Source: an optimization exercise on an open RTL-to-GDS flow (aim: small area and a short achievable clock period). Production flows keep margins and buffers that such runs may drop.
Function was not checked in any run shown here: the RTL went through the layout flow alone.
Power and IR drop assume default switching activity.

<file path="design/flow/config.mk">
export PLATFORM = sky130hd
export DESIGN_NAME = rgb565_pixel_alu_top
export DESIGN_NICKNAME = rgb565_pixel_alu_top
export VERILOG_FILES = /design/flow/design.v
export SDC_FILE = /design/flow/constraint.sdc
export NUM_CORES = 4
export LEC_CHECK = 0
export CAP_MARGIN = 20
export CORE_MARGIN = 2
export CORE_UTILIZATION = 40
export SETUP_SLACK_MARGIN = 3.3
export SLEW_MARGIN = 20
</file>
<file path="design/flow/constraint.sdc">
create_clock -name core_clock -period 6.3 [get_ports {clk}]
set_input_delay 1.2600 -clock core_clock [delete_from_list [all_inputs] [get_ports {clk}]]
set_output_delay 1.2600 -clock core_clock [all_outputs]
set_load 0.01 [all_outputs]
</file>
<file path="design/flow/design.v">
`timescale 1ns / 1ps
package rpa_pkg;
	localparam logic [2:0] OP_LERP  = 3'd0;
	localparam logic [2:0] OP_SCALE = 3'd1;
	localparam logic [2:0] OP_ADD   = 3'd2;
	localparam logic [2:0] OP_SUB   = 3'd3;
	localparam logic [2:0] OP_HALF  = 3'd4;
	localparam logic [2:0] OP_QUANT = 3'd5;
endpackage
`timescale 1ns / 1ps
import rpa_pkg::*;
module rpa_lane_dec #(
	parameter int unsigned Width = 5
) (
	input  logic [2:0]         op,
	input  logic               lerp,
	input  logic [Width-1:0]   chan_a,
	input  logic [Width-1:0]   chan_b,
	input  logic               wide_w,
	input  logic [2:0]         depth,
	output logic [Width:0]     mul_x,
	output logic [Width-1:0]   base
);
	localparam logic [Width-1:0] ChanMax = '1;
	logic [Width-1:0] quant;
	logic [Width:0]   sum;
	logic [Width-1:0] half;
	logic [Width-1:0] other;
	logic [Width-1:0] quant_d [0:7];
	for (genvar d = 0; d < 8; d++) begin : g_quant
		localparam int Nd = (d == 0) ? 1 : (d > Width) ? Width : d;
		always_comb begin
			quant_d[d] = '0;
			for (int kk = 0; kk < (1 << Nd); kk++) begin
				if ((chan_a >> (Width - Nd)) == Width'(kk)) begin
					quant_d[d] = Width'((kk * (2 ** Width - 1)) / ((1 << Nd) - 1));
				end
			end
		end
	end
	assign quant = quant_d[depth];
	assign sum  = {1'b0, chan_a} + {1'b0, chan_b};
	assign half = Width'(chan_a[Width-1:1]) + Width'(chan_b[Width-1:1]);
	always_comb begin
		case (op)
			OP_LERP:  other = wide_w ? chan_b : chan_a;
			OP_ADD:   other = sum[Width] ? ChanMax : sum[Width-1:0];
			OP_SUB:   other = (chan_a > chan_b) ? (chan_a - chan_b) : '0;
			OP_HALF:  other = half;
			OP_QUANT: other = quant;
			default:  other = chan_a;
		endcase
	end
	always_comb begin
		if (op == OP_SCALE) begin
			mul_x = {1'b0, chan_a};
		end else if (lerp) begin
			mul_x = {1'b0, chan_b} - {1'b0, chan_a};
		end else begin
			mul_x = '0;
		end
	end
	assign base = other;
endmodule
module rpa_lane #(
	parameter int unsigned Width = 5
) (
	input  logic             clk,
	input  logic [Width:0]   mul_x,
	input  logic [Width-1:0] base,
	input  logic [15:0]      mul_y,
	input  logic             div_d,
	input  logic             scale_zero_d,
	input  logic [111:0]     den_k,
	input  logic [6:0]       div_k,
	output logic [Width-1:0] chan_out
);
	localparam int unsigned N  = Width + 16;
	localparam int unsigned NR = Width + 2;
	localparam logic [Width-1:0] ChanMax = '1;
	function automatic int rows_at(int level);
		int c;
		c = NR;
		for (int i = 0; i < level; i++) begin
			c = 2 * (c / 3) + c % 3;
		end
		rows_at = c;
	endfunction
	function automatic int levels(int rows);
		int l;
		int c;
		l = 0;
		c = rows;
		for (int i = 0; i < 8; i++) begin
			if (c > 2) begin
				c = 2 * (c / 3) + c % 3;
				l = l + 1;
			end
		end
		levels = l;
	endfunction
	localparam int unsigned NL = levels(NR);
	logic [(NL+1)*NR*N-1:0] lv;
	logic [N-1:0]           s_r, c_r;
	logic [Width:0]   x;
	logic [Width-1:0] add;
	assign x   = scale_zero_d ? '0 : mul_x;
	assign add = div_d ? '0 : base;
	for (genvar i = 0; i < Width; i++) begin : g_pp
		assign lv[i*N +: N] = x[i] ? (N'(mul_y) << i) : '0;
	end
	assign lv[Width*N +: N]     = x[Width] ? ~(N'(mul_y) << Width) : '0;
	assign lv[(Width+1)*N +: N] = (N'(add) << 8) | N'(x[Width]);
	for (genvar l = 0; l < NL; l++) begin : g_lvl
		localparam int C = rows_at(l);
		localparam int G = C / 3;
		for (genvar g = 0; g < G; g++) begin : g_csa
			logic [N-1:0] x, y, z;
			assign x = lv[(l*NR + 3*g)*N +: N];
			assign y = lv[(l*NR + 3*g + 1)*N +: N];
			assign z = lv[(l*NR + 3*g + 2)*N +: N];
			assign lv[((l+1)*NR + 2*g)*N +: N]     = x ^ y ^ z;
			assign lv[((l+1)*NR + 2*g + 1)*N +: N] = ((x & y) | (x & z) | (y & z)) << 1;
		end
		for (genvar r = 3 * G; r < C; r++) begin : g_pass
			assign lv[((l+1)*NR + 2*G + r - 3*G)*N +: N] = lv[(l*NR + r)*N +: N];
		end
	end
	always_ff @(posedge clk) begin
		s_r <= lv[(NL*NR)*N +: N];
		c_r <= lv[(NL*NR + 1)*N +: N];
	end
	logic [N-1:0] st [0:Width];
	logic         ovf [1:Width];
	always_ff @(posedge clk) begin
		st[0] <= s_r + c_r;
	end
	for (genvar j = 1; j <= Width; j++) begin : g_step
		localparam int K = j;
		logic [15:0]      t;
		logic [Width-1:0] lq;
		logic [17:0]      diff;
		logic             hit;
		logic [N-1:0]     nxt;
		assign t    = st[j-1][N-1:Width];
		assign lq   = st[j-1][Width-1:0];
		assign diff = {1'b0, t, lq[Width-1]} - {2'b0, den_k[16*K +: 16]};
		assign hit  = !diff[17];
		assign nxt  = {hit ? diff[15:0] : {t[14:0], lq[Width-1]}, lq[Width-2:0], hit};
		logic ovf_in;
		if (j == 1) begin : g_ovf
			assign ovf_in = (t >= den_k[16*K +: 16]);
		end else begin : g_novf
			assign ovf_in = ovf[j-1];
		end
		if (j < Width) begin : g_reg
			always_ff @(posedge clk) begin
				st[j]  <= nxt;
				ovf[j] <= ovf_in;
			end
		end else begin : g_last
			logic [Width-1:0] res;
			always_comb begin
				if (!div_k[K]) begin
					res = nxt[2*Width+7:Width+8];
				end else if (ovf_in) begin
					res = ChanMax;
				end else begin
					res = nxt[Width-1:0];
				end
			end
			if (K < 6) begin : g_hold
				always_ff @(posedge clk) begin
					chan_out <= res;
				end
			end else begin : g_out
				assign chan_out = res;
			end
		end
	end
endmodule
`timescale 1ns / 1ps
import rpa_pkg::*;
module rpa_merge #(
	parameter int unsigned Depth = 8
) (
	input  logic        clk,
	input  logic        arst_n,
	input  logic        valid,
	input  logic [15:0] color,
	input  logic        out_ready,
	output logic        out_valid,
	output logic [15:0] color_out,
	output logic        accept_ok
);
	function automatic int addr_bits(int n);
		int b;
		b = 1;
		for (int i = 1; i < 16; i++) begin
			if ((1 << i) < n) begin
				b = i + 1;
			end
		end
		addr_bits = b;
	endfunction
	localparam int unsigned AW = addr_bits(Depth);
	logic [15:0]   mem [0:Depth-1];
	logic [AW-1:0] wr_ptr;
	logic [AW-1:0] rd_ptr;
	logic [AW:0]   count;
	logic          out_free;
	logic          fifo_empty;
	logic          pop;
	logic          push;
	assign accept_ok  = !out_valid || out_ready;
	assign out_free   = accept_ok;
	assign fifo_empty = (count == '0);
	assign pop        = out_free && !fifo_empty;
	assign push       = valid && !(out_free && fifo_empty);
	always_ff @(posedge clk or negedge arst_n) begin
		if (!arst_n) begin
			wr_ptr    <= '0;
			rd_ptr    <= '0;
			count     <= '0;
			out_valid <= 1'b0;
		end else begin
			if (push) begin
				wr_ptr <= wr_ptr + 1'b1;
			end
			if (pop) begin
				rd_ptr <= rd_ptr + 1'b1;
			end
			count <= count + (AW+1)'(push) - (AW+1)'(pop);
			if (out_free) begin
				out_valid <= valid || !fifo_empty;
			end
		end
	end
	always_ff @(posedge clk) begin
		if (out_free) begin
			color_out <= fifo_empty ? color : mem[rd_ptr];
		end
	end
	for (genvar i = 0; i < Depth; i++) begin : g_mem
		always_ff @(posedge clk) begin
			if (push && wr_ptr == AW'(i)) begin
				mem[i] <= color;
			end
		end
	end
endmodule
`timescale 1ns / 1ps
import rpa_pkg::*;
module rgb565_pixel_alu_top (
	input  logic        clk,
	input  logic        arst_n,
	input  logic        in_valid,
	output logic        in_ready,
	input  logic [2:0]  in_op,
	input  logic [15:0] in_color_a,
	input  logic [15:0] in_color_b,
	input  logic [8:0]  in_weight,
	input  logic [15:0] in_scale_num,
	input  logic [15:0] in_scale_den,
	input  logic [2:0]  in_red_depth,
	input  logic [2:0]  in_green_depth,
	input  logic [2:0]  in_blue_depth,
	output logic        out_valid,
	input  logic        out_ready,
	output logic [15:0] out_color
);
	logic        accept_ok;
	logic        div_c;
	logic        lerp_c;
	logic [15:0] y_c;
	logic [5:0]  xr_c, xb_c;
	logic [6:0]  xg_c;
	logic [4:0]  br_c, bb_c;
	logic [5:0]  bg_c;
	logic        valid_d;
	logic        div_d;
	logic        scale_zero_d;
	logic [15:0] y_d;
	logic [15:0] den_d;
	logic [5:0]  xr_d, xb_d;
	logic [6:0]  xg_d;
	logic [4:0]  br_d, bb_d;
	logic [5:0]  bg_d;
	logic        valid_a;
	logic        div_a;
	logic [15:0] den_a;
	logic [6:0]   valid_k;
	logic [6:0]   div_k;
	logic [111:0] den_k;
	logic [4:0]  red, blue;
	logic [5:0]  green;
	assign in_ready = accept_ok;
	assign div_c  = (in_op == OP_SCALE) && (in_scale_den != 16'd0);
	assign lerp_c = (in_op == OP_LERP) && !in_weight[8];
	assign y_c    = (in_op == OP_SCALE) ? in_scale_num : {8'd0, in_weight[7:0]};
	rpa_lane_dec #(.Width(5)) u_dec_r (
		.op(in_op), .lerp(lerp_c),
		.chan_a(in_color_a[15:11]), .chan_b(in_color_b[15:11]),
		.wide_w(in_weight[8]), .depth(in_red_depth), .mul_x(xr_c), .base(br_c));
	rpa_lane_dec #(.Width(6)) u_dec_g (
		.op(in_op), .lerp(lerp_c),
		.chan_a(in_color_a[10:5]), .chan_b(in_color_b[10:5]),
		.wide_w(in_weight[8]), .depth(in_green_depth), .mul_x(xg_c), .base(bg_c));
	rpa_lane_dec #(.Width(5)) u_dec_b (
		.op(in_op), .lerp(lerp_c),
		.chan_a(in_color_a[4:0]), .chan_b(in_color_b[4:0]),
		.wide_w(in_weight[8]), .depth(in_blue_depth), .mul_x(xb_c), .base(bb_c));
	always_ff @(posedge clk or negedge arst_n) begin
		if (!arst_n) begin
			valid_d <= 1'b0;
			valid_a <= 1'b0;
			valid_k <= '0;
		end else begin
			valid_d <= in_valid && accept_ok;
			valid_a <= valid_d;
			valid_k <= {valid_k[5:1], valid_a, 1'b0};
		end
	end
	always_ff @(posedge clk) begin
		div_d <= div_c;
		scale_zero_d <= (in_op == OP_SCALE) && (in_scale_den == 16'd0);
		y_d   <= y_c;
		den_d <= in_scale_den;
		xr_d  <= xr_c;
		xg_d  <= xg_c;
		xb_d  <= xb_c;
		br_d  <= br_c;
		bg_d  <= bg_c;
		bb_d  <= bb_c;
		div_a <= div_d;
		den_a <= div_d ? den_d : 16'hFFFF;
		div_k <= {div_k[5:1], div_a, 1'b0};
		den_k <= {den_k[95:16], den_a, 16'd0};
	end
	rpa_lane #(.Width(5)) u_lane_r (
		.clk(clk), .mul_x(xr_d), .base(br_d), .mul_y(y_d),
		.div_d(div_d), .scale_zero_d(scale_zero_d),
		.den_k(den_k), .div_k(div_k), .chan_out(red));
	rpa_lane #(.Width(6)) u_lane_g (
		.clk(clk), .mul_x(xg_d), .base(bg_d), .mul_y(y_d),
		.div_d(div_d), .scale_zero_d(scale_zero_d),
		.den_k(den_k), .div_k(div_k), .chan_out(green));
	rpa_lane #(.Width(5)) u_lane_b (
		.clk(clk), .mul_x(xb_d), .base(bb_d), .mul_y(y_d),
		.div_d(div_d), .scale_zero_d(scale_zero_d),
		.den_k(den_k), .div_k(div_k), .chan_out(blue));
	rpa_merge #(.Depth(8)) u_merge (
		.clk      (clk),
		.arst_n   (arst_n),
		.valid    (valid_k[6]),
		.color    ({red, green, blue}),
		.out_ready(out_ready),
		.out_valid(out_valid),
		.color_out(out_color),
		.accept_ok(accept_ok)
	);
endmodule
</file>
<file path="design/flow/run.sh">
#!/bin/bash
# synth_recipe.tcl (not shown) runs the flow's synth.tcl, then flattens the netlist and writes it again
# the make line also repeats each setting of config.mk as NAME=value (left out here)
make -C /OpenROAD-flow-scripts/flow DESIGN_CONFIG=/design/flow/config.mk WORK_HOME=/design/flow/orfs CLKGATE_MAP_FILE= SYNTH_SCRIPT=/design/flow/synth_recipe.tcl finish
</file>
==> flow_summary.ini, run 1 <==
[synth]
seq_area_frac_synth_pct = 38.50
async_reset_ff_share_pct = 2.267
yosys_warnings = 13
synth_edf_count = 144
ys.flop_type = dfxtp_1
synthesis.nets = 5475
syn_area_sq_um = 47570
synth.avg_cell_area_sq_um = 10.21
ys_ff_latch = 838
synth_cells = 4658
yosysUniqueCellTypes = 79

[layout]
multiInputGateArea_sq_um = 28790
nNetsFinal = 5670
final_cell_area_sq_um = 55650
antenna_cells = 0
drive_above_1_share_pct = 12.75
syn_to_final_growth_pct = 17.00
n_fill_cell = 10920
seq_area_sq_um = 18360

[power_and_ir_drop]
power_density_nw_per_um2 = 314.8
p_int_w = 0.01196
p_clk_share_pct = 32.1
switching_share_pct = 31.71
ir_drop_v = 0.0002395
pwr-share-seq_pct = 40.6
p_leak_nw = 25.82
comb_power_share_pct = 27.3
p_sw_w = 0.005555

[setup_path]
worstSetupPathType = flop to flop
cp_data_arrival_time_ns = 3.77
path_max_fanout = 10
setup.worst_path.end_class = flop
cp-start-kind = flop
required_ns = 6.86

[timing]
fin_skew_ns = 0.04033
timing.hold.ws_ns = 0.2941
rsz0062_at_grt = true
slew_headroom_pct = 14.37
finalSetupTns_ns = 0
slew_viol_final = 0
final.min_clock_period_ns = 3.206
fmax_ghz = 0.3120
worst_slew_pin_slew_ns = 1.273
post-route-period-util_pct = 50.88
finalHoldViolCount = 0
setup-violations-final = 0

[routing]
routedLengthMet1_microns = 52570
ant_nets = 0
first_pass_iters = 6
wl_met2_microns = 63260
drt-initial-drc-count = 1827
dr.max_layer_used = met4
wl_microns = 124500
wl_met3_microns = 3951
viasPerCell = 5.246
route.detailed.drc = 0
wl_per_cell_microns = 19.26
num_vias = 33900

[global_routing]
grtUsageTotal_pct = 20.11
grt_pass1_wl_microns = 192000
overflow = 0
grt_max_degree = 34
grt_pass1_vias = 34760
antenna_found_initial = 7

[clocking]
cts_max_level = 3
cts_sinks = 838
clk_latency_ns = 0.70
cts-buffers-inserted = 92
clkSlewWorstSetupHoldPaths_ns = 0.06
cts_tree = done
cts_root_buffer = clkbuf_16
clockBufferDepth = 3

[floorplanning]
ios = 107
dieWidth_microns = 348.9
die_area_sq_um = 121700
start_util_pct = 40.29
rows = 126
dieHeight_microns = 348.9
core_area_sq_um = 118100

[place]
hpwlAfterDp_microns = 88230
dpl_cell_area_sq_um = 50300
place_congestion = 0.8316
numPortBuffers = 106

[flow_run]
maxCapViolCount = 0

[min_path]
hp-class = flop to flop

[outcome]
status = timing/DRC/antenna clean
-- per-stage QoR --
stage / util (%) / instances / setup slack, ns / power, W
2_1_floorplan: - / 4658 / 3.164 / 0.01022
3_3_place_gp: 42.60 / 6201 / 2.184 / 0.01155
3_5_place_dp: 42.60 / 6201 / 2.151 / 0.01164
4_1_cts: 46.31 / 6424 / 3.120 / 0.01749
5_1_grt: 47.13 / 6462 / 3.001 / 0.01850
6_report: 47.13 / 6462 / 3.094 / 0.01752
-- layout make-up --
type / instances / share of cell area (%)
Clock buffer: 125 / 4.613
Inverter: 427 / 2.893
Timing Repair Buffer: 191 / 3.186
Tap cell: 1536 / 3.453
Clock inverter: 42 / 1.140
Multi-Input combinational cell: 3303 / 51.73
Sequential cell: 838 / 32.99
-- metal layers --
metal  vias to the layer above  global-route usage [%]
li1                      16510                       -
met1                     16520                   24.32
met2                       634                   36.28
met3                       241                   2.459
met4                         0                   7.644
met5                         -                       0
-- layout by cell type (no fill, tap or decap), types with 94 or more instances in the layout --
cell type  count
xnor2_1      166
mux2_2       113
edfxtp_1     144
inv_1        420
dfxtp_1      651
o21ai_0      169
clkbuf_16     94
nand2_1      142
ha_1         473
nor2_1       377
fa_1         231
and2_1       243
a21oi_1      310
-- synthesized netlist by cell type (24+ instances only) --
| master | count | area (sq um) |
|---|---|---|
| a211oi_1 | 24 | 180.2 |
| a21o_1 | 71 | 533.0 |
| a21oi_1 | 316 | 1582 |
| a31oi_1 | 29 | 181.4 |
| and2_1 | 248 | 1551 |
| and3_1 | 24 | 150.1 |
| clkbuf_1 | 101 | 379.1 |
| dfxtp_1 | 675 | 13510 |
| edfxtp_1 | 144 | 4324 |
| fa_1 | 237 | 4745 |
| ha_1 | 491 | 6143 |
| inv_1 | 426 | 1599 |
| mux2_2 | 116 | 1306 |
| mux2i_1 | 28 | 280.3 |
| nand2_1 | 143 | 536.8 |
| nand2b_1 | 95 | 594.3 |
| nand3_1 | 56 | 280.3 |
| nor2_1 | 381 | 1430 |
| nor2b_1 | 68 | 425.4 |
| nor3_1 | 65 | 325.3 |
| o21a_1 | 62 | 465.5 |
| o21ai_0 | 177 | 885.9 |
| o31a_1 | 44 | 385.4 |
| xnor2_1 | 166 | 1454 |
| xor2_1 | 91 | 797.0 |
-- critical path, stage by stage, from the launching register on --
cell	delay, ns
dfxtp_4	0.45
buf_12	0.18
nor2b_2	0.11
and2_1	0.19
fa_1	0.50
inv_1	0.05
fa_1	0.53
inv_1	0.06
fa_1	0.51
fa_1	0.50
-- timing repair --
item,4_1_cts,5_1_grt
hold buffers,0,0
gates cloned,18,14
endpoints found under the setup margin,450,328
resized for setup,184,149
buffers inserted,38,23
pin swaps,38,44
-- logic make-up (layout without fill, tap and decap cells) --
logic type / count (synthesis) / count (layout) / share of synthesized area, %
and+or+nand+nor: 1150 / 1157 / 12.10
adders and majority gates: 728 / 728 / 22.89
xor gates and xnor gates: 257 / 257 / 4.732
DFF: 838 / 838 / 38.50
AOI/OAI and AO/OA: 991 / 1015 / 13.98
muxes: 146 / 146 / 3.398
buffers and inverters: 548 / 785 / 4.398
-- power by group through the flow --
stage                     logic, W  registers [W]  clock network, W
after floorplan            0.00327        0.00695                 0
after global placement     0.00435        0.00720                 0
after detailed placement   0.00442        0.00721                 0
after CTS                  0.00462        0.00711           0.00576
after global routing       0.00532        0.00721           0.00597
final                      0.00477        0.00712           0.00563
-- path summary, 6_finish.rpt --
check | startpoint | end | slack (ns) | cells past startpoint
worst max-delay path | scale_zero_d | u_lane_g.s_r[6] | 3.09 | 9
worst min-delay path | u_lane_b.st[1][0] | u_lane_b.st[2][1] | 0.29 | 0
worst max register to register | scale_zero_d | u_lane_g.s_r[6] | 3.09 | 9
worst min register to register | u_lane_b.st[1][0] | u_lane_b.st[2][1] | 0.29 | 0
max in group asynchronous | arst_n | u_merge.out_valid | 4.65 | 1
min in group asynchronous | arst_n | u_merge.count[0] | 1.06 | 1
-- registers in the layout, indices dropped and copies added, names as in the netlist, 6 cells and up --
register / count
u_lane_r.c_r: 19
u_lane_g.s_r: 22
u_lane_b.c_r: 19
u_lane_b.s_r: 21
xr_d: 6
den_k: 96
den_a: 16
u_merge.color_out: 16
xg_d: 7
u_merge.mem: 128
valid_k: 6
u_lane_r.st: 105
u_lane_g.st: 132
bg_d: 6
y_d: 16
u_lane_r.s_r: 21
u_lane_g.c_r: 20
den_d: 16
div_k: 6
xb_d: 6
u_lane_b.st: 105
==> run 2, diff against run 1 <==
--- a/design/flow/config.mk
+++ b/design/flow/config.mk
@@ -9,4 +9,5 @@
 export CORE_MARGIN = 2
 export CORE_UTILIZATION = 40
+export CTS_BUF_LIST = sky130_fd_sc_hd__clkbuf_4 sky130_fd_sc_hd__clkbuf_8
 export SETUP_SLACK_MARGIN = 3.3
 export SLEW_MARGIN = 20
==> run 2 against run 1 <==
Compared with the run above:
- synthesized area unchanged
- sequential share of layout area fell by 0.50 points
- power grew 0.45%
- via count is 1.6% higher
- core utilization increased by 0.73 points
- die area unchanged
- maximum frequency is 0.31% lower
- still clean on timing, DRC and antenna
- first-iteration DRC count shrank 10%
- clock skew hardly changed
- sequential power about the same
==> flow_summary.ini, run 2 <==
[place]
dpl_cell_area_sq_um = 50300
numPortBuffers = 106
place_congestion = 0.8316
pre_cts_slack_ns = 2.151
hpwlAfterDp_microns = 88230

[synth]
post-synth-top-area-fraction_pct = 28.41
synth.avg_cell_area_sq_um = 10.21
yosysUniqueCellTypes = 79
yosys_warnings = 13
ys.flop_type = dfxtp_1
synth.area.top_cells = dfxtp_1, ha_1, fa_1
synth_cells = 4658
ys_ff_latch = 838
yosysMostFrequentCell = dfxtp_1
syn_area_sq_um = 47570
synthesis.nets = 5475
synth_top_area_cell = dfxtp_1
async_reset_ff_share_pct = 2.267
seq_area_frac_synth_pct = 38.50
synth_commonest_cells = dfxtp_1, ha_1, inv_1
synth_edf_count = 144

[global_routing]
antenna_found_initial = 5
grt_pass1_vias = 35460
grt_max_degree = 34
grtUsageTotal_pct = 20.61
grt_pass1_wl_microns = 195200
overflow = 0

[routing]
num_vias = 34430
wl_microns = 126000
viasPerCell = 5.216
wl_per_cell_microns = 19.09
first_pass_iters = 6
drt-initial-drc-count = 1636
route.detailed.drc = 0
ant_nets = 0

[timing]
finalSetupTns_ns = 0
final.min_clock_period_ns = 3.215
rsz0062_at_grt = true
setup-violations-final = 0
finalHoldViolCount = 0
timing.hold.ws_ns = 0.2968
slew_viol_final = 0
post-route-period-util_pct = 51.04
fmax_ghz = 0.3110
slew_headroom_pct = 11.66
worst_slew_pin_slew_ns = 1.313
fin_skew_ns = 0.04044
layout_setup_ws_ns = 3.085

[clocking]
cts-buffers-inserted = 148
cts_tree = done
clkSlewWorstSetupHoldPaths_ns = 0.05
cts_sinks = 838
clockBufferDepth = 3
cts_max_level = 4
cts_root_buffer = clkbuf_8
clk_latency_ns = 0.88

[layout]
final_cell_area_sq_um = 56510
multiInputGateArea_sq_um = 29010
syn_to_final_growth_pct = 18.80
largest_reg_flops = 132
layout_commonest_cell = dfxtp_1
seq_area_sq_um = 18360
reg.largest.list = u_lane_g.st x132, u_merge.mem x128
drive_above_1_share_pct = 17.22
nNetsFinal = 5760
n_fill_cell = 10830
registers.top_by_ff_count = u_lane_g.st
final_cell_mix = dfxtp_1, ha_1, inv_1, nor2_1, a21oi_1

[setup_path]
critPathMaxStageDelay_ns = 0.50
cp_data_arrival_time_ns = 4.01
required_ns = 7.10
path_cells = buf_8 -> buf_6 -> nor2b_4 -> buf_6 -> and2_4 -> fa_1 -> inv_1 -> fa_1 -> fa_1 -> inv_1 -> fa_2
cp-start-kind = flop
cpMaxStageDelayCell = fa_2
path_max_fanout = 6
cpMostUsedCell = fa_1
worstSetupPathType = flop to flop
setup.worst_path.end_class = flop

[floorplanning]
ios = 107
die_area_sq_um = 121700
dieHeight_microns = 348.9
rows = 126
dieWidth_microns = 348.9
start_util_pct = 40.29
core_area_sq_um = 118100

[power_and_ir_drop]
p_leak_nw = 26.33
ir_drop_v = 0.0002703
power_w = 0.01760
power_density_nw_per_um2 = 311.4

[outcome]
status = timing/DRC/antenna clean

[min_path]
hp-class = flop to flop

[flow_run]
maxCapViolCount = 0
[run 2: cell count changes in the layout (fill, tap and decap cells not counted), sizes merged, moves of 4 or more]
| cell | before | now |
|---|---|---|
| clkbuf | 135 | 231 |
| buf | 84 | 121 |
| dlygate4sd2 | 6 | 24 |
| clkinvlp | 10 | 3 |
| clkdlybuf4s50 | 76 | 70 |
| inv | 431 | 437 |
| clkinv | 17 | 21 |
| o21ai | 233 | 229 |
[run 2: power by group]
| part | leakage [nW] | switching [W] | internal (W) |
|---|---|---|---|
| clock network | 1.82 | 0.00238 | 0.00330 |
| registers | 7.11 | 0.000622 | 0.00650 |
| logic | 17.4 | 0.00266 | 0.00213 |
| total | 26.3 | 0.00566 | 0.0119 |
[run 2: layout make-up]
cell class              instances  area share, %
flip-flops and latches        838          32.48
clock buffers                 228          5.110
multi-input cells            3301          51.33
clock inverters                42         0.9675
diodes                          3        0.01328
repair buffers                227          3.843
inverters                     427          2.849
well taps                    1536          3.401
[run 2: worst max-delay path, delay by kind of cell (launching register included)]
family,cells,cell delay (ns)
buffers and inverters,5,0.55
adders and majority gates,4,1.82
and+or+nand+nor,2,0.39
DFF,1,0.40
[run 2: routing by layer]
| layer | global-route usage (%) | wire length [microns] | vias to the layer above |
|---|---|---|---|
| li1 | - | - | 16730 |
| met2 | 36.59 | 62430 | 715 |
| met4 | 9.254 | 6008 | 0 |
| met3 | 3.273 | 4657 | 299 |
| met5 | 0 | 0 | - |
| met1 | 24.40 | 52910 | 16700 |
[run 2: worst paths after layout]
| path | from | endpoint | slack [ns] | cells after the start |
|---|---|---|---|---|
| hold reg to reg | u_lane_g.s_r[0] | u_lane_g.st[0][0] | 0.30 | 0 |
| min in group asynchronous | arst_n | valid_k[2] | 0.89 | 1 |
| setup / recovery | scale_zero_d | u_lane_g.s_r[14] | 3.08 | 11 |
| hold / removal | u_lane_g.s_r[0] | u_lane_g.st[0][0] | 0.30 | 0 |
| max in group asynchronous | arst_n | u_merge.out_valid | 4.82 | 1 |
| setup reg to reg | scale_zero_d | u_lane_g.s_r[14] | 3.08 | 11 |
[run 2: cells by family (layout without fill, tap and decap cells)]
group,Yosys count,in the layout,share of synthesized area (%)
simple gates,1150,1158,12.10
compound gates,991,1012,13.98
flops,838,838,38.50
fa+ha+maj,728,728,22.89
buf+inv,548,924,4.398
xor+xnor,257,257,4.732
mux,146,146,3.398
other cells,0,3,0
[run 2: per-stage QoR]
step / instances / utilization, %
after global placement: 6201 / 42.60
after detailed placement: 6201 / 42.60
after global routing: 6601 / 47.86
after CTS: 6549 / 46.76
final: 6602 / 47.86
after floorplan: 4658 / -
[run 2: repair_timing]
action | CTS | global route
hold buffers | 0 | 0
buffers inserted | 52 | 42
gates resized for setup | 224 | 212
cloned | 26 | 8
pin swaps | 65 | 87
setup endpoints to repair | 427 | 338
==> run 3, diff against run 2 <==
--- a/design/flow/design.v
+++ b/design/flow/design.v
@@ -14,4 +14,5 @@
 ) (
 	input  logic [2:0]         op,
+	input  logic               div,
 	input  logic               lerp,
 	input  logic [Width-1:0]   chan_a,
@@ -53,5 +54,5 @@
 	end
 	always_comb begin
-		if (op == OP_SCALE) begin
+		if (div) begin
 			mul_x = {1'b0, chan_a};
 		end else if (lerp) begin
@@ -71,5 +72,4 @@
 	input  logic [15:0]      mul_y,
 	input  logic             div_d,
-	input  logic             scale_zero_d,
 	input  logic [111:0]     den_k,
 	input  logic [6:0]       div_k,
@@ -103,13 +103,9 @@
 	logic [(NL+1)*NR*N-1:0] lv;
 	logic [N-1:0]           s_r, c_r;
-	logic [Width:0]   x;
-	logic [Width-1:0] add;
-	assign x   = scale_zero_d ? '0 : mul_x;
-	assign add = div_d ? '0 : base;
 	for (genvar i = 0; i < Width; i++) begin : g_pp
-		assign lv[i*N +: N] = x[i] ? (N'(mul_y) << i) : '0;
+		assign lv[i*N +: N] = mul_x[i] ? (N'(mul_y) << i) : '0;
 	end
-	assign lv[Width*N +: N]     = x[Width] ? ~(N'(mul_y) << Width) : '0;
-	assign lv[(Width+1)*N +: N] = (N'(add) << 8) | N'(x[Width]);
+	assign lv[Width*N +: N]     = mul_x[Width] ? ~(N'(mul_y) << Width) : '0;
+	assign lv[(Width+1)*N +: N] = (N'(div_d ? '0 : base) << 8) | N'(mul_x[Width]);
 	for (genvar l = 0; l < NL; l++) begin : g_lvl
 		localparam int C = rows_at(l);
@@ -280,5 +276,4 @@
 	logic        valid_d;
 	logic        div_d;
-	logic        scale_zero_d;
 	logic [15:0] y_d;
 	logic [15:0] den_d;
@@ -300,13 +295,13 @@
 	assign y_c    = (in_op == OP_SCALE) ? in_scale_num : {8'd0, in_weight[7:0]};
 	rpa_lane_dec #(.Width(5)) u_dec_r (
-		.op(in_op), .lerp(lerp_c),
+		.op(in_op), .div(div_c), .lerp(lerp_c),
 		.chan_a(in_color_a[15:11]), .chan_b(in_color_b[15:11]),
 		.wide_w(in_weight[8]), .depth(in_red_depth), .mul_x(xr_c), .base(br_c));
 	rpa_lane_dec #(.Width(6)) u_dec_g (
-		.op(in_op), .lerp(lerp_c),
+		.op(in_op), .div(div_c), .lerp(lerp_c),
 		.chan_a(in_color_a[10:5]), .chan_b(in_color_b[10:5]),
 		.wide_w(in_weight[8]), .depth(in_green_depth), .mul_x(xg_c), .base(bg_c));
 	rpa_lane_dec #(.Width(5)) u_dec_b (
-		.op(in_op), .lerp(lerp_c),
+		.op(in_op), .div(div_c), .lerp(lerp_c),
 		.chan_a(in_color_a[4:0]), .chan_b(in_color_b[4:0]),
 		.wide_w(in_weight[8]), .depth(in_blue_depth), .mul_x(xb_c), .base(bb_c));
@@ -324,5 +319,4 @@
 	always_ff @(posedge clk) begin
 		div_d <= div_c;
-		scale_zero_d <= (in_op == OP_SCALE) && (in_scale_den == 16'd0);
 		y_d   <= y_c;
 		den_d <= in_scale_den;
@@ -339,14 +333,11 @@
 	end
 	rpa_lane #(.Width(5)) u_lane_r (
-		.clk(clk), .mul_x(xr_d), .base(br_d), .mul_y(y_d),
-		.div_d(div_d), .scale_zero_d(scale_zero_d),
+		.clk(clk), .mul_x(xr_d), .base(br_d), .mul_y(y_d), .div_d(div_d),
 		.den_k(den_k), .div_k(div_k), .chan_out(red));
 	rpa_lane #(.Width(6)) u_lane_g (
-		.clk(clk), .mul_x(xg_d), .base(bg_d), .mul_y(y_d),
-		.div_d(div_d), .scale_zero_d(scale_zero_d),
+		.clk(clk), .mul_x(xg_d), .base(bg_d), .mul_y(y_d), .div_d(div_d),
 		.den_k(den_k), .div_k(div_k), .chan_out(green));
 	rpa_lane #(.Width(5)) u_lane_b (
-		.clk(clk), .mul_x(xb_d), .base(bb_d), .mul_y(y_d),
-		.div_d(div_d), .scale_zero_d(scale_zero_d),
+		.clk(clk), .mul_x(xb_d), .base(bb_d), .mul_y(y_d), .div_d(div_d),
 		.den_k(den_k), .div_k(div_k), .chan_out(blue));
 	rpa_merge #(.Depth(8)) u_merge (
--- a/design/flow/config.mk
+++ b/design/flow/config.mk
@@ -9,5 +9,4 @@
 export CORE_MARGIN = 2
 export CORE_UTILIZATION = 40
-export CTS_BUF_LIST = sky130_fd_sc_hd__clkbuf_4 sky130_fd_sc_hd__clkbuf_8
 export SETUP_SLACK_MARGIN = 3.3
 export SLEW_MARGIN = 20
==> run 3 against run 2 <==
Compared with the run above:
- cell area down 0.75%
- routed wire length fell by 5.7%
- core utilization is 1.0 points lower
- worst setup slack better by 0.26 ns
- first-iteration DRC count grew 9.0%
- critical path depth increased by 1
- sequential share of layout area increased by 0.37 points
- hold slack got worse by 0.038 ns
- cell count is 0.74% lower
- critical path type unchanged
- clock-buffer cell count is 100 lower
- combinational power fell by 7.3%
- sequential cell count decreased by 1
==> flow_summary.ini, run 3 <==
[outcome]
status = timing/DRC/antenna clean

[timing]
finalSetupTns_ns = 0
finalHoldViolCount = 0
fmax_ghz = 0.3388
slew_viol_final = 0
setup-violations-final = 0
post-route-period-util_pct = 46.86
worst_slew_pin_slew_ns = 1.033
final.min_clock_period_ns = 2.952
fin_skew_ns = 0.07185
timing.hold.ws_ns = 0.2592
rsz0062_at_grt = true
slew_headroom_pct = 31.11

[setup_path]
cp-start-kind = flop
cp_data_arrival_time_ns = 3.40
setup.worst_path.end_class = flop
cpMostUsedCell = buf_4
worstSetupPathType = flop to flop
critPathMaxStageDelay_ns = 0.34
worstRegToRegCells = 12
required_ns = 6.74
path_cells = ha_4 -> a2111oi_4 -> buf_4 -> o32ai_4 -> buf_4 -> o31a_1 -> nor2_4 -> mux2i_2 -> nor4_4 -> a211oi_4 -> buf_12 -> o21a_1
cpMaxStageDelayCell = o31a_1
path_max_fanout = 8

[power_and_ir_drop]
power_density_nw_per_um2 = 304.8
power_w = 0.01710
ir_drop_v = 0.0002104
p_leak_nw = 26.10

[place]
numPortBuffers = 106
place_congestion = 0.8663
hpwlAfterDp_microns = 89800

[clocking]
clk_latency_ns = 0.70
cts-buffers-inserted = 93
cts_max_level = 3
cts_sinks = 837
clockBufferDepth = 3
cts_root_buffer = clkbuf_16
clkSlewWorstSetupHoldPaths_ns = 0.06
cts_tree = done
ctsHoldBuffers = 0

[synth]
synth_edf_count = 144
yosys_warnings = 13
synth_commonest_cells = dfxtp_1, ha_1, inv_1
yosysUniqueCellTypes = 84
ys_ff_latch = 837
synth_top_area_cell = dfxtp_1
post-synth-top-area-fraction_pct = 27.93
ys.flop_type = dfxtp_1
syn_area_sq_um = 48320
async_reset_ff_share_pct = 2.270
synth_cells = 4704
seq_area_frac_synth_pct = 37.86
synth.avg_cell_area_sq_um = 10.27
yosysMostFrequentCell = dfxtp_1
synth.area.top_cells = dfxtp_1, ha_1, fa_1
synthesis.nets = 5525

[routing]
drt-initial-drc-count = 1783
wl_per_cell_microns = 18.12
route.detailed.drc = 0
num_vias = 33680
viasPerCell = 5.139
ant_nets = 0
first_pass_iters = 7
wl_microns = 118800

[floorplanning]
start_util_pct = 40.33
dieHeight_microns = 351.6
ios = 107
die_area_sq_um = 123600
rows = 127
core_area_sq_um = 119800
dieWidth_microns = 351.6

[layout]
registers.top_by_ff_count = u_lane_g.st
multiInputGateArea_sq_um = 28800
syn_to_final_growth_pct = 16.09
n_fill_cell = 11190
layout_commonest_cell = dfxtp_1
reg.largest.list = u_lane_g.st x132, u_merge.mem x128
final_cell_mix = dfxtp_1, ha_1, inv_1, nor2_1, and2_1
seq_area_sq_um = 18430
largest_reg_flops = 132
nNetsFinal = 5682
drive_above_1_share_pct = 13.83

[global_routing]
grt_pass1_vias = 34750
antenna_found_initial = 3
grt_pass1_wl_microns = 188200
grtUsageTotal_pct = 19.24
grt_max_degree = 31
overflow = 0

[min_path]
hp-class = flop to flop
hold_path_depth = 0

[flow_run]
maxCapViolCount = 0
## run 3: logic make-up after synthesis
family	count (synthesis)	share of synthesized area, %
fa+ha+maj	732	22.64
simple gates	1229	12.88
flops	837	37.86
mux	238	5.438
xor+xnor	249	4.514
compound gates	832	11.91
buf+inv	587	4.765
## run 3: layer usage
layer  wire length [microns]  vias to the layer above  GRT usage (%)
met5                       0                        -              0
met4                    3321                        0          5.634
met3                    3465                      191          2.273
met2                   57500                      586          33.67
met1                   54470                    16370          24.86
li1                        -                    16530              -
## run 3: area by class of cell
cell class                 count  area share [%]
multi-input combinational   3281           51.35
inverter                     462           3.136
antenna                        2        0.008922
clock inverter                45           1.216
tap                         1612           3.596
sequential                   837           32.85
timing repair buffer         186           3.107
clock buffer                 128           4.731
## run 3: stage by stage
step | cell area, sq um | instances | setup WS [ns] | util (%)
floorplan | 48390 | 4704 | 3.299 | -
global placement | 50990 | 6312 | 2.134 | 42.56
detailed placement | 51000 | 6312 | 2.143 | 42.56
CTS | 55170 | 6514 | 3.113 | 46.05
global route | 56090 | 6551 | 3.215 | 46.81
finish | 56090 | 6553 | 3.348 | 46.82
## run 3: power breakdown
part           total (W)  leakage, nW  switching (W)  internal (W)
clock network    0.00573         1.60        0.00233       0.00341
registers        0.00693         7.11       0.000547       0.00638
logic            0.00444         17.4        0.00239       0.00205
## run 3: path summary, 6_finish.rpt
path | slack (ns) | from | end
worst max-delay path | 3.35 | u_lane_g.st[5][6] | u_merge.color_out[9]
worst min-delay path | 0.26 | u_lane_g.ovf[2] | u_lane_g.ovf[3]
worst max register to register | 3.35 | u_lane_g.st[5][6] | u_merge.color_out[9]
worst min register to register | 0.26 | u_lane_g.ovf[2] | u_lane_g.ovf[3]
max in group asynchronous | 4.68 | arst_n | u_merge.out_valid
min in group asynchronous | 1.05 | arst_n | u_merge.rd_ptr[2]
## run 3: critical path, delay by kind of cell (launching register included)
kind | cells | cell delay, ns
adders and majority gates | 1 | 0.24
and+or+nand+nor | 2 | 0.47
AOI/OAI and AO/OA | 5 | 1.06
buffers and inverters | 3 | 0.50
DFF | 1 | 0.33
muxes | 1 | 0.10
## run 3: repair_timing
item	in CTS	in global routing
cloned	2	2
buffers inserted	27	35
pin swaps	24	52
hold endpoints to repair	0	0
resized for setup	187	184
endpoints found under the setup margin	414	354
==> run 4, diff against run 3 <==
--- a/design/flow/design.v
+++ b/design/flow/design.v
@@ -141,6 +141,11 @@
 		assign t    = st[j-1][N-1:Width];
 		assign lq   = st[j-1][Width-1:0];
-		assign diff = {1'b0, t, lq[Width-1]} - {2'b0, den_k[16*K +: 16]};
-		assign hit  = !diff[17];
+		rpa_sub #(.NB(17)) u_sub (
+			.a        ({t, lq[Width-1]}),
+			.b        ({1'b0, den_k[16*K +: 16]}),
+			.diff     (diff[16:0]),
+			.no_borrow(hit)
+		);
+		assign diff[17] = 1'b0;
 		assign nxt  = {hit ? diff[15:0] : {t[14:0], lq[Width-1]}, lq[Width-2:0], hit};
 		logic ovf_in;
@@ -176,4 +181,43 @@
 	end
 endmodule
+module rpa_sub #(
+	parameter int unsigned NB = 17
+) (
+	input  logic [NB-1:0] a,
+	input  logic [NB-1:0] b,
+	output logic [NB-1:0] diff,
+	output logic          no_borrow
+);
+	function automatic int levels(int n);
+		int l;
+		l = 0;
+		for (int i = 0; i < 8; i++) begin
+			if ((1 << l) < n) begin
+				l = l + 1;
+			end
+		end
+		levels = l;
+	endfunction
+	localparam int unsigned NP = NB + 1;
+	localparam int unsigned L  = levels(NP);
+	logic [NP-1:0] g [0:L];
+	logic [NP-1:0] p [0:L];
+	assign g[0] = {a & ~b, 1'b1};
+	assign p[0] = {a ^ ~b, 1'b0};
+	for (genvar l = 0; l < L; l++) begin : g_lvl
+		for (genvar i = 0; i < NP; i++) begin : g_bit
+			if (((i >> l) & 1) == 1) begin : g_join
+				localparam int J = ((i >> l) << l) - 1;
+				assign g[l+1][i] = g[l][i] | (p[l][i] & g[l][J]);
+				assign p[l+1][i] = p[l][i] & p[l][J];
+			end else begin : g_keep
+				assign g[l+1][i] = g[l][i];
+				assign p[l+1][i] = p[l][i];
+			end
+		end
+	end
+	assign diff      = p[0][NB:1] ^ g[L][NB-1:0];
+	assign no_borrow = g[L][NB];
+endmodule
 `timescale 1ns / 1ps
 import rpa_pkg::*;
==> run 4 against run 3 <==
Compared with the run above:
- sequential power is 2% higher
- critical path depth is 1 higher
- non-clock buffer count grew 15
- largest cell class unchanged
==> flow_summary.ini, run 4 <==
[outcome]
status = timing/DRC/antenna clean

[synth]
synth_top_area_cell = dfxtp_1
synthesis.nets = 5548
synth_commonest_cells = dfxtp_1, inv_1, ha_1
synth-compound-area-share_pct = 12.83
yosysMostFrequentCell = dfxtp_1
synth_xor_area_share_pct = 3.566
synth_edf_count = 144
syn_area_sq_um = 47160
yosysUniqueCellTypes = 76
post-synth-top-area-fraction_pct = 28.61
synth-simple-area-share_pct = 13.04
seq_area_frac_synth_pct = 38.79
synth_cells = 4701
async_reset_ff_share_pct = 2.270
ys_ff_latch = 837
muxShareOfSynthArea_pct = 1.956
yosys_warnings = 16
synth.avg_cell_area_sq_um = 10.03
synth_top_family_by_area = adder cells
synth.area.top_cells = dfxtp_1, ha_1, fa_1
synthAdderAreaFrac_pct = 24.32
ys.flop_type = dfxtp_1

[setup_path]
cpMaxStageDelayCell = dfxtp_4
required_ns = 6.94
regToRegEndpoint = u_lane_b.st[1][14]
rr_startpoint = den_k[21]
worstRegToRegCells = 13
rrSetupSlack_ns = 3.33
cpLargestDelayFamily = compound AO/OA/AOI/OAI gates
setup.worst_path.end_class = flop
path_cells = clkinvlp_4 -> ha_4 -> o21ai_0 -> nand2b_1 -> and4_4 -> o41ai_4 -> buf_4 -> a211o_1 -> o22ai_4 -> buf_12 -> o21ai_4 -> a211oi_2 -> a21o_1
critPathMaxStageDelay_ns = 0.39
cp-start-kind = flop
worstSetupPathType = flop to flop
path_max_fanout = 7
path_buf_inv = 3
cp_data_arrival_time_ns = 3.60

[clocking]
cts_root_buffer = clkbuf_16
cts-buffers-inserted = 93
cts_sinks = 837
ctsHoldBuffers = 0
clk_latency_ns = 0.73
cts_max_level = 3
cts_tree = done
clkSlewWorstSetupHoldPaths_ns = 0.06
clockBufferDepth = 3

[layout]
largest_reg_flops = 132
multiInputGateArea_sq_um = 27430
final_cell_area_sq_um = 55210
n_fill_cell = 10610
seq_area_sq_um = 18410
layout_commonest_cell = dfxtp_1
registers.top_by_ff_count = u_lane_g.st
antenna_cells = 0
nNetsFinal = 5744
syn_to_final_growth_pct = 17.09
drive_above_1_share_pct = 10.65
fin_util_pct = 47.39
final_cell_mix = dfxtp_1, inv_1, ha_1, nand2_1, nor2_1
reg.largest.list = u_lane_g.st x132, u_merge.mem x128

[routing]
wl_met3_microns = 4262
route.detailed.drc = 0
wl_microns = 119000
routedLengthMet1_microns = 52100
wl_met2_microns = 58140
first_pass_iters = 5
ant_nets = 0
dr.max_layer_used = met4
drt-initial-drc-count = 1771
viasPerCell = 5.161
num_vias = 33550
wl_per_cell_microns = 18.31

[timing]
fmax_ghz = 0.3370
final.min_clock_period_ns = 2.967
slew_viol_final = 0
fin_skew_ns = 0.1068
post-route-period-util_pct = 47.10
finalSetupTns_ns = 0
layout_setup_ws_ns = 3.333
worst_slew_pin_slew_ns = 1.096
setup-violations-final = 0
finalHoldViolCount = 0
slew_headroom_pct = 26.16
rsz0062_at_grt = true

[power_and_ir_drop]
p_leak_nw = 25.97
ir_drop_v = 0.0002700
power_w = 0.01701
power_density_nw_per_um2 = 308.1

[place]
pre_cts_slack_ns = 2.098
place_congestion = 0.8701
dpl_cell_area_sq_um = 49900
hpwlAfterDp_microns = 86130
numPortBuffers = 106

[floorplanning]
dieWidth_microns = 347.4
die_area_sq_um = 120700
ios = 107
rows = 125
dieHeight_microns = 347.4
core_area_sq_um = 116500
start_util_pct = 40.47

[flow_run]
maxCapViolCount = 0

[global_routing]
grt_max_degree = 34
grt_pass1_vias = 34660
grt_pass1_wl_microns = 189000
antenna_found_initial = 1
grtUsageTotal_pct = 19.78
overflow = 0

[min_path]
hold_path_depth = 0
hp-class = flop to flop
hp-start = u_lane_g.st[2][1]
holdPathEnd = u_lane_g.st[3][2]
## run 4: cell count changes in the layout (fill, tap and decap cells not counted), sizes merged, moves of 45 or more
| cell | change |
|---|---|
| inv | +104 |
| mux2 | -168 |
| nand2 | +125 |
| nor2 | -86 |
| nor3 | -58 |
| o21a | -45 |
| o21ai | +128 |
| xnor2 | -100 |
## run 4: repair_timing
item,in CTS,in global routing
pin swaps,30,56
gates resized for setup,165,166
gates cloned,20,1
buffers inserted,29,42
setup endpoints to repair,473,271
## run 4: routing by layer
metal  track usage, %  vias up
met5                0        -
met4            7.915        0
met3            2.437      219
met2            34.74      655
met1            24.59    16210
li1                 -    16470
## run 4: metrics by stage
stage                     std cells  hold slack (ns)
final                          6501           0.2877
after detailed placement       6234           0.3121
after global placement         6234           0.3112
after floorplan                4701           0.3096
after CTS                      6458           0.2801
after global routing           6501           0.3046
## run 4: kinds of logic after synthesis
family                   count (synthesis)
AO/OA/AOI/OAI                          928
XOR/XNOR                               192
adder cells (fa/ha/maj)                759
buffers and inverters                  682
flip-flops                             837
multiplexers                            89
AND/OR/NAND/NOR                       1214
## run 4: report_power, final
part / switching [W] / leakage, nW / internal [W]
sequential: 0.000607 / 7.11 / 0.00644
combinational: 0.00236 / 17.2 / 0.00174
clock: 0.00238 / 1.64 / 0.00349
total: 0.00535 / 26.0 / 0.0117
## run 4: worst max-delay path by stage
stage | cells after the start | end | from
4_1_cts | 1 | out_valid | u_merge.out_valid
3_5_place_dp | 10 | u_lane_b.st[1][15] | den_k[17]
3_3_place_gp | 12 | bg_d[0] | in_color_a[8]
2_1_floorplan | 12 | bg_d[0] | in_color_a[5]
5_1_grt | 9 | u_lane_r.s_r[12] | y_d[12]
6_report | 13 | u_lane_b.st[1][14] | den_k[21]
## run 4: layout make-up
class | instances | area share [%]
Clock buffer | 112 | 4.582
Clock inverter | 63 | 1.591
Inverter | 562 | 3.870
Timing Repair Buffer | 201 | 3.481
Multi-Input combinational cell | 3202 | 49.68
Tap cell | 1524 | 3.454
Sequential cell | 837 | 33.34
==> run 5, diff against run 4 <==
--- a/design/flow/config.mk
+++ b/design/flow/config.mk
@@ -9,4 +9,4 @@
 export CORE_MARGIN = 2
 export CORE_UTILIZATION = 40
-export SETUP_SLACK_MARGIN = 3.3
+export SETUP_SLACK_MARGIN = 3.2
 export SLEW_MARGIN = 20
==> run 5 against run 4 <==
Compared with the run above:
- via count fell by 1.1%
- still clean
- clock power decreased by 3.7%
- routed wire length is 2.5% lower
- largest cell class unchanged
- worst setup slack got worse by 0.12 ns
- sequential cell count stayed put
- highest routed layer unchanged
- critical path type is now input port to output pin
- hold slack gained 0.0011 ns
- synthesized cell count did not move
==> flow_summary.ini, run 5 <==
[setup_path]
cp_data_arrival_time_ns = 1.82
cp-start-kind = input port
rr_startpoint = y_d[9]
startpoint = out_ready
required_ns = 5.04
regToRegEndpoint = u_lane_b.s_r[9]
worstRegToRegCells = 7
setup.worst_path.end_class = output pin
rrSetupSlack_ns = 3.31
worstSetupPathType = input port to output pin
path_max_fanout = 2

[layout]
antenna_cells = 0
n_fill_cell = 10760
syn_to_final_growth_pct = 15.42
largest_reg_flops = 132
drive_above_1_share_pct = 8.779
fin_util_pct = 46.71
layout_commonest_cell = dfxtp_1
nNetsFinal = 5699
final_cell_mix = dfxtp_1, inv_1, ha_1, nand2_1, nor2_1
reg.largest.list = u_lane_g.st x132, u_merge.mem x128
registers.top_by_ff_count = u_lane_g.st

[timing]
slew_viol_final = 0
worst_slew_pin_slew_ns = 1.062
timing.hold.ws_ns = 0.2887
finalHoldViolCount = 0
fin_skew_ns = 0.05886
finalSetupTns_ns = 0
fmax_ghz = 0.3243
slew_headroom_pct = 29.18
rsz0062_at_grt = true
post-route-period-util_pct = 48.95
setup-violations-final = 0
final.min_clock_period_ns = 3.084

[power_and_ir_drop]
power_w = 0.01672
p_leak_nw = 25.69
comb_power_share_pct = 24.1
p_int_w = 0.01144
p_clk_share_pct = 33.8
switching_share_pct = 31.58
pwr-share-seq_pct = 42.1
ir_drop_v = 0.0002227
p_sw_w = 0.005281
power_density_nw_per_um2 = 307.3

[synth]
synth_top_area_cell = dfxtp_1
yosys_warnings = 16
yosysUniqueCellTypes = 76
seq_area_frac_synth_pct = 38.79
synthesis.nets = 5548
syn_area_sq_um = 47160
synth.avg_cell_area_sq_um = 10.03
async_reset_ff_share_pct = 2.270
yosysMostFrequentCell = dfxtp_1
synth_edf_count = 144
synth_cells = 4701
synth.area.top_cells = dfxtp_1, ha_1, fa_1
ys_ff_latch = 837
post-synth-top-area-fraction_pct = 28.61
ys.flop_type = dfxtp_1
synth_commonest_cells = dfxtp_1, inv_1, ha_1

[min_path]
hp-start = u_lane_r.ovf[1]
hp-class = flop to flop
hold_path_depth = 0
holdPathEnd = u_lane_r.ovf[2]

[routing]
viasPerCell = 5.140
first_pass_iters = 8
wl_per_cell_microns = 17.98
drt-initial-drc-count = 1716
wl_met2_microns = 57320
wl_met3_microns = 4090
num_vias = 33180
wl_microns = 116100
route.detailed.drc = 0
dr.max_layer_used = met4
routedLengthMet1_microns = 50630
ant_nets = 0

[clocking]
cts_tree = done
cts-buffers-inserted = 92
cts_sinks = 837
clk_latency_ns = 0.70
clkSlewWorstSetupHoldPaths_ns = 0.06
clockBufferDepth = 3
cts_root_buffer = clkbuf_16
cts_max_level = 3

[flow_run]
maxCapViolCount = 0

[place]
place_congestion = 0.8630
numPortBuffers = 106
hpwlAfterDp_microns = 86120

[floorplanning]
dieHeight_microns = 347.4
dieWidth_microns = 347.4
ios = 107
core_area_sq_um = 116500
die_area_sq_um = 120700
rows = 125
start_util_pct = 40.47

[outcome]
status = timing/DRC/antenna clean

[global_routing]
grt_pass1_wl_microns = 186400
antenna_found_initial = 2
grt_pass1_vias = 34340
overflow = 0
grtUsageTotal_pct = 19.40
grt_max_degree = 34
==> run 5: power groups by stage <==
| stage | registers (W) | logic (W) | clock network, W |
|---|---|---|---|
| 3_3_place_gp | 0.00713 | 0.00379 | 0 |
| 6_report | 0.00704 | 0.00403 | 0.00566 |
| 2_1_floorplan | 0.00688 | 0.00277 | 0 |
| 5_1_grt | 0.00712 | 0.00455 | 0.00603 |
| 4_1_cts | 0.00703 | 0.00398 | 0.00581 |
| 3_5_place_dp | 0.00714 | 0.00387 | 0 |
==> run 5: stage by stage <==
step,instances,cell area (sq um),setup WS (ns)
detailed placement,6237,49900,1.996
global route,6456,54430,3.152
CTS,6444,54030,3.201
floorplan,4701,47180,3.205
global placement,6237,49900,2.003
finish,6456,54430,3.216
==> run 5: routing by layer <==
metal / GRT usage [%] / vias to the layer above
li1: - / 16340
met1: 23.95 / 15980
met2: 34.70 / 672
met3: 2.378 / 188
met4: 6.912 / 0
met5: 0 / -
==> run 5: kinds of logic after synthesis <==
kind of cell             after synthesis  share of synthesized area (%)
buffers and inverters                682                          5.498
adder cells (fa/ha/maj)              759                          24.32
multiplexers                          89                          1.956
AO/OA/AOI/OAI                        928                          12.83
AND/OR/NAND/NOR                     1214                          13.04
XOR/XNOR                             192                          3.566
flip-flops                           837                          38.79
==> run 5: cell type report <==
type | count | area [sq um] | share of cell area, %
clock buffers | 124 | 2688 | 4.938
clock inverters | 50 | 630.6 | 1.159
multi-input cells | 3195 | 27170 | 49.91
flip-flops and latches | 837 | 18370 | 33.76
repair buffers | 164 | 1538 | 2.825
inverters | 562 | 2127 | 3.908
well taps | 1524 | 1907 | 3.503
==> run 5: worst max path at each step <==
| stage | to | slack [ns] | cells after the start |
|---|---|---|---|
| 2_1_floorplan | bg_d[0] | 3.20 | 10 |
| 3_3_place_gp | bg_d[0] | 2.00 | 12 |
| 3_5_place_dp | bg_d[0] | 2.00 | 12 |
| 4_1_cts | u_lane_g.st[5][21] | 3.20 | 11 |
| 5_1_grt | u_lane_b.chan_out[4] | 3.15 | 12 |
| 6_report | in_ready | 3.22 | 3 |
==> run 5: critical path, stage by stage <==
cell and delay [ns]:
clkdlybuf4s15_1 0.22, nand2b_4 0.20, buf_6 0.13
==> run 5: what timing repair did <==
action                     in CTS  in global routing
hold buffers                    0                  0
setup endpoints to repair     397                267
cloned                         13                  0
pin swaps                      25                 15
resized for setup             131                116
buffers inserted               20                 12
==> run 6, diff against run 5 <==
--- a/design/flow/config.mk
+++ b/design/flow/config.mk
@@ -9,4 +9,4 @@
 export CORE_MARGIN = 2
 export CORE_UTILIZATION = 40
-export SETUP_SLACK_MARGIN = 3.2
+export SETUP_SLACK_MARGIN = 3.4
 export SLEW_MARGIN = 20
==> run 6 against run 5 <==
Compared with the run above:
- synthesized cell count stayed put
- maximum frequency increased by 3.1%
- sequential cell count did not move
- routed wire length is 8.3% higher
- critical endpoint is now u_lane_b.s_r[11]
- still clean on timing, DRC and antenna
==> flow_summary.ini, run 6 <==
[flow_run]
maxCapViolCount = 0

[power_and_ir_drop]
comb_power_share_pct = 25.2
p_sw_w = 0.005398
p_leak_nw = 26.54
p_clk_share_pct = 33.5
ir_drop_v = 0.0002302
switching_share_pct = 31.55
p_int_w = 0.01171
pwr-share-seq_pct = 41.2
power_density_nw_per_um2 = 300.6

[setup_path]
cp_data_arrival_time_ns = 3.53
required_ns = 6.84
cpMaxStageDelayCell = fa_1
setup.worst_path.end_class = flop
path_cells = buf_6 -> and2_1 -> fa_1 -> inv_1 -> fa_1 -> inv_2 -> fa_2 -> fa_2
critPathMaxStageDelay_ns = 0.56
path_max_fanout = 7
cp-start-kind = flop
worstSetupPathType = flop to flop

[synth]
seq_area_frac_synth_pct = 38.79
synth-compound-area-share_pct = 12.83
synth_edf_count = 144
synth_commonest_cells = dfxtp_1, inv_1, ha_1
ys_ff_latch = 837
synth-simple-area-share_pct = 13.04
synth_xor_area_share_pct = 3.566
synth_cells = 4701
synth.area.top_cells = dfxtp_1, ha_1, fa_1
synth_top_family_by_area = adder cells
yosysUniqueCellTypes = 76
muxShareOfSynthArea_pct = 1.956
synthAdderAreaFrac_pct = 24.32
async_reset_ff_share_pct = 2.270
synth.avg_cell_area_sq_um = 10.03
yosys_warnings = 16
syn_area_sq_um = 47160
synthesis.nets = 5548
yosysMostFrequentCell = dfxtp_1
synth_top_area_cell = dfxtp_1
post-synth-top-area-fraction_pct = 28.61
ys.flop_type = dfxtp_1

[timing]
finalHoldViolCount = 0
timing.hold.ws_ns = 0.3174
finalSetupTns_ns = 0
fin_skew_ns = 0.03199
final.min_clock_period_ns = 2.991
fmax_ghz = 0.3344
slew_headroom_pct = 26.35
rsz0062_at_grt = true
slew_viol_final = 0
setup-violations-final = 0
worst_slew_pin_slew_ns = 1.093
post-route-period-util_pct = 47.47

[place]
numPortBuffers = 106
place_congestion = 0.8558
hpwlAfterDp_microns = 86240

[min_path]
hp-class = flop to flop

[clocking]
cts_max_level = 3
clk_latency_ns = 0.68
cts_sinks = 837
clkSlewWorstSetupHoldPaths_ns = 0.06
cts_tree = done
clockBufferDepth = 3
cts-buffers-inserted = 93
ctsHoldBuffers = 0
cts_root_buffer = clkbuf_16

[routing]
num_vias = 34150
viasPerCell = 5.187
drt-initial-drc-count = 1768
wl_per_cell_microns = 19.10
ant_nets = 0
wl_microns = 125800
first_pass_iters = 6
route.detailed.drc = 0

[floorplanning]
die_area_sq_um = 120700
core_area_sq_um = 116500
rows = 125
dieHeight_microns = 347.4
dieWidth_microns = 347.4
ios = 107
start_util_pct = 40.47

[layout]
drive_above_1_share_pct = 15.66
seq_area_sq_um = 18450
reg.largest.list = u_lane_g.st x132, u_merge.mem x128
n_fill_cell = 10530
multiInputGateArea_sq_um = 28180
final_cell_mix = dfxtp_1, inv_1, ha_1, nand2_1, nor2_1
syn_to_final_growth_pct = 20.72
layout_commonest_cell = dfxtp_1
largest_reg_flops = 132
registers.top_by_ff_count = u_lane_g.st
antenna_cells = 0
nNetsFinal = 5827

[global_routing]
grt_pass1_wl_microns = 196300
grtUsageTotal_pct = 20.73
grt_pass1_vias = 35450
overflow = 0
antenna_found_initial = 1
grt_max_degree = 34

[outcome]
status = timing/DRC/antenna clean
## run 6: cell count changes in the layout (fill, tap and decap cells not counted), sizes merged, moves of 2 or more
cell,before,now
clkdlybuf4s50,88,78
o21ai,252,262
clkbuf,131,133
buf,59,176
clkdlybuf4s15,3,8
dlygate4sd2,3,8
bufinv,6,10
clkinv,32,26
## run 6: final cells by class
type / instances / share of cell area [%]
Clock buffer: 128 / 4.734
Clock inverter: 46 / 1.081
Inverter: 562 / 3.809
Multi-Input combinational cell: 3205 / 49.50
Sequential cell: 837 / 32.42
Tap cell: 1524 / 3.350
Timing Repair Buffer: 281 / 5.113
## run 6: cells by family (layout without fill, tap and decap cells)
family	after synthesis	after routing
XOR/XNOR	192	192
AO/OA/AOI/OAI	928	950
AND/OR/NAND/NOR	1214	1215
adder cells (fa/ha/maj)	759	759
buffers and inverters	682	1017
flip-flops	837	837
multiplexers	89	89
## run 6: per-stage QoR
stage	std cells	cell area, sq um	util [%]	power (W)	worst slack [ns]
2_1_floorplan	4701	47390	-	0.009684	3.373
3_3_place_gp	6227	49960	42.87	0.01098	2.247
3_5_place_dp	6227	49970	42.89	0.01105	2.158
4_1_cts	6532	55710	47.81	0.01709	3.207
5_1_grt	6583	56920	48.85	0.01806	3.233
6_report	6583	56920	48.85	0.01711	3.309
## run 6: power by group through the flow
stage,Clock [W],Combinational [W],Sequential [W]
after detailed placement,0,0.00389,0.00716
final,0.00574,0.00432,0.00705
after floorplan,0,0.00280,0.00688
after global routing,0.00609,0.00484,0.00713
after global placement,0,0.00382,0.00715
after CTS,0.00587,0.00419,0.00704
## run 6: worst max-delay path: cells and delay by family (launching register included)
kind          cells  cell delay [ns]
flops             1             0.37
buf+inv           3             0.28
fa+ha+maj         4             2.04
simple gates      1             0.18
## run 6: repair_timing
item                       in CTS  in global routing
setup buffers                 105                 50
gates cloned                   26                  1
setup endpoints to repair     528                340
pin swaps                     127                126
resized for setup             350                227
## run 6: path summary, 6_finish.rpt
check	startpoint	end	slack [ns]	cells after the start
max reg2reg	y_d[11]	u_lane_b.s_r[11]	3.31	8
min in group asynchronous	arst_n	u_merge.rd_ptr[0]	1.06	1
min	u_lane_r.st[0][1]	u_lane_r.st[1][2]	0.32	0
max	y_d[11]	u_lane_b.s_r[11]	3.31	8
max in group asynchronous	arst_n	u_merge.out_valid	4.66	1
min reg2reg	u_lane_r.st[0][1]	u_lane_r.st[1][2]	0.32	0
## run 6: layer usage
layer,wire length (microns),global-route usage (%)
met5,0,0
met2,62580,37.39
met3,4474,2.613
met1,52980,24.86
met4,5718,8.447

## re-timing with driven ports
The flow's constraints put no driver on any port. The routed layouts listed below were extracted and timed again, unchanged, in two steps. Step 1 (the two cells are an assumption about what drives the block):
set clk [get_ports {clk}]
set_driving_cell -lib_cell sky130_fd_sc_hd__clkbuf_16 $clk
set_driving_cell -lib_cell sky130_fd_sc_hd__buf_2 [delete_from_list [all_inputs] $clk]
Step 2, shift: input delay + t, output delay - t, t = (earliest + latest rising clock arrival at the registers) / 2. This alone moves slack from input paths to output paths. Slacks: ideal / step 1 / step 2; pairs: ideal / step 1.
run | t, ns | setup WS [ns] | slew at the worst register clock pin (ns)
run 1 | 0.750 | 3.094 / 3.094 / 2.706 | 0.07 / 0.07
run 2 | 0.917 | 3.085 / 3.085 / 2.465 | 0.07 / 0.07
run 3 | 0.731 | 3.348 / 3.348 / 2.665 | 0.06 / 0.06
run 4 | 0.752 | 3.333 / 3.333 / 2.670 | 0.07 / 0.07
run 5 | 0.747 | 3.216 / 3.191 / 2.601 | 0.07 / 0.07
run 6 | 0.746 | 3.309 / 3.309 / 2.679 | 0.07 / 0.07
After both steps every run listed still meets setup and hold. For run 3, which loses most, drivers alone change the setup slack by 0.000 ns; drivers and shift together by -0.683 ns.
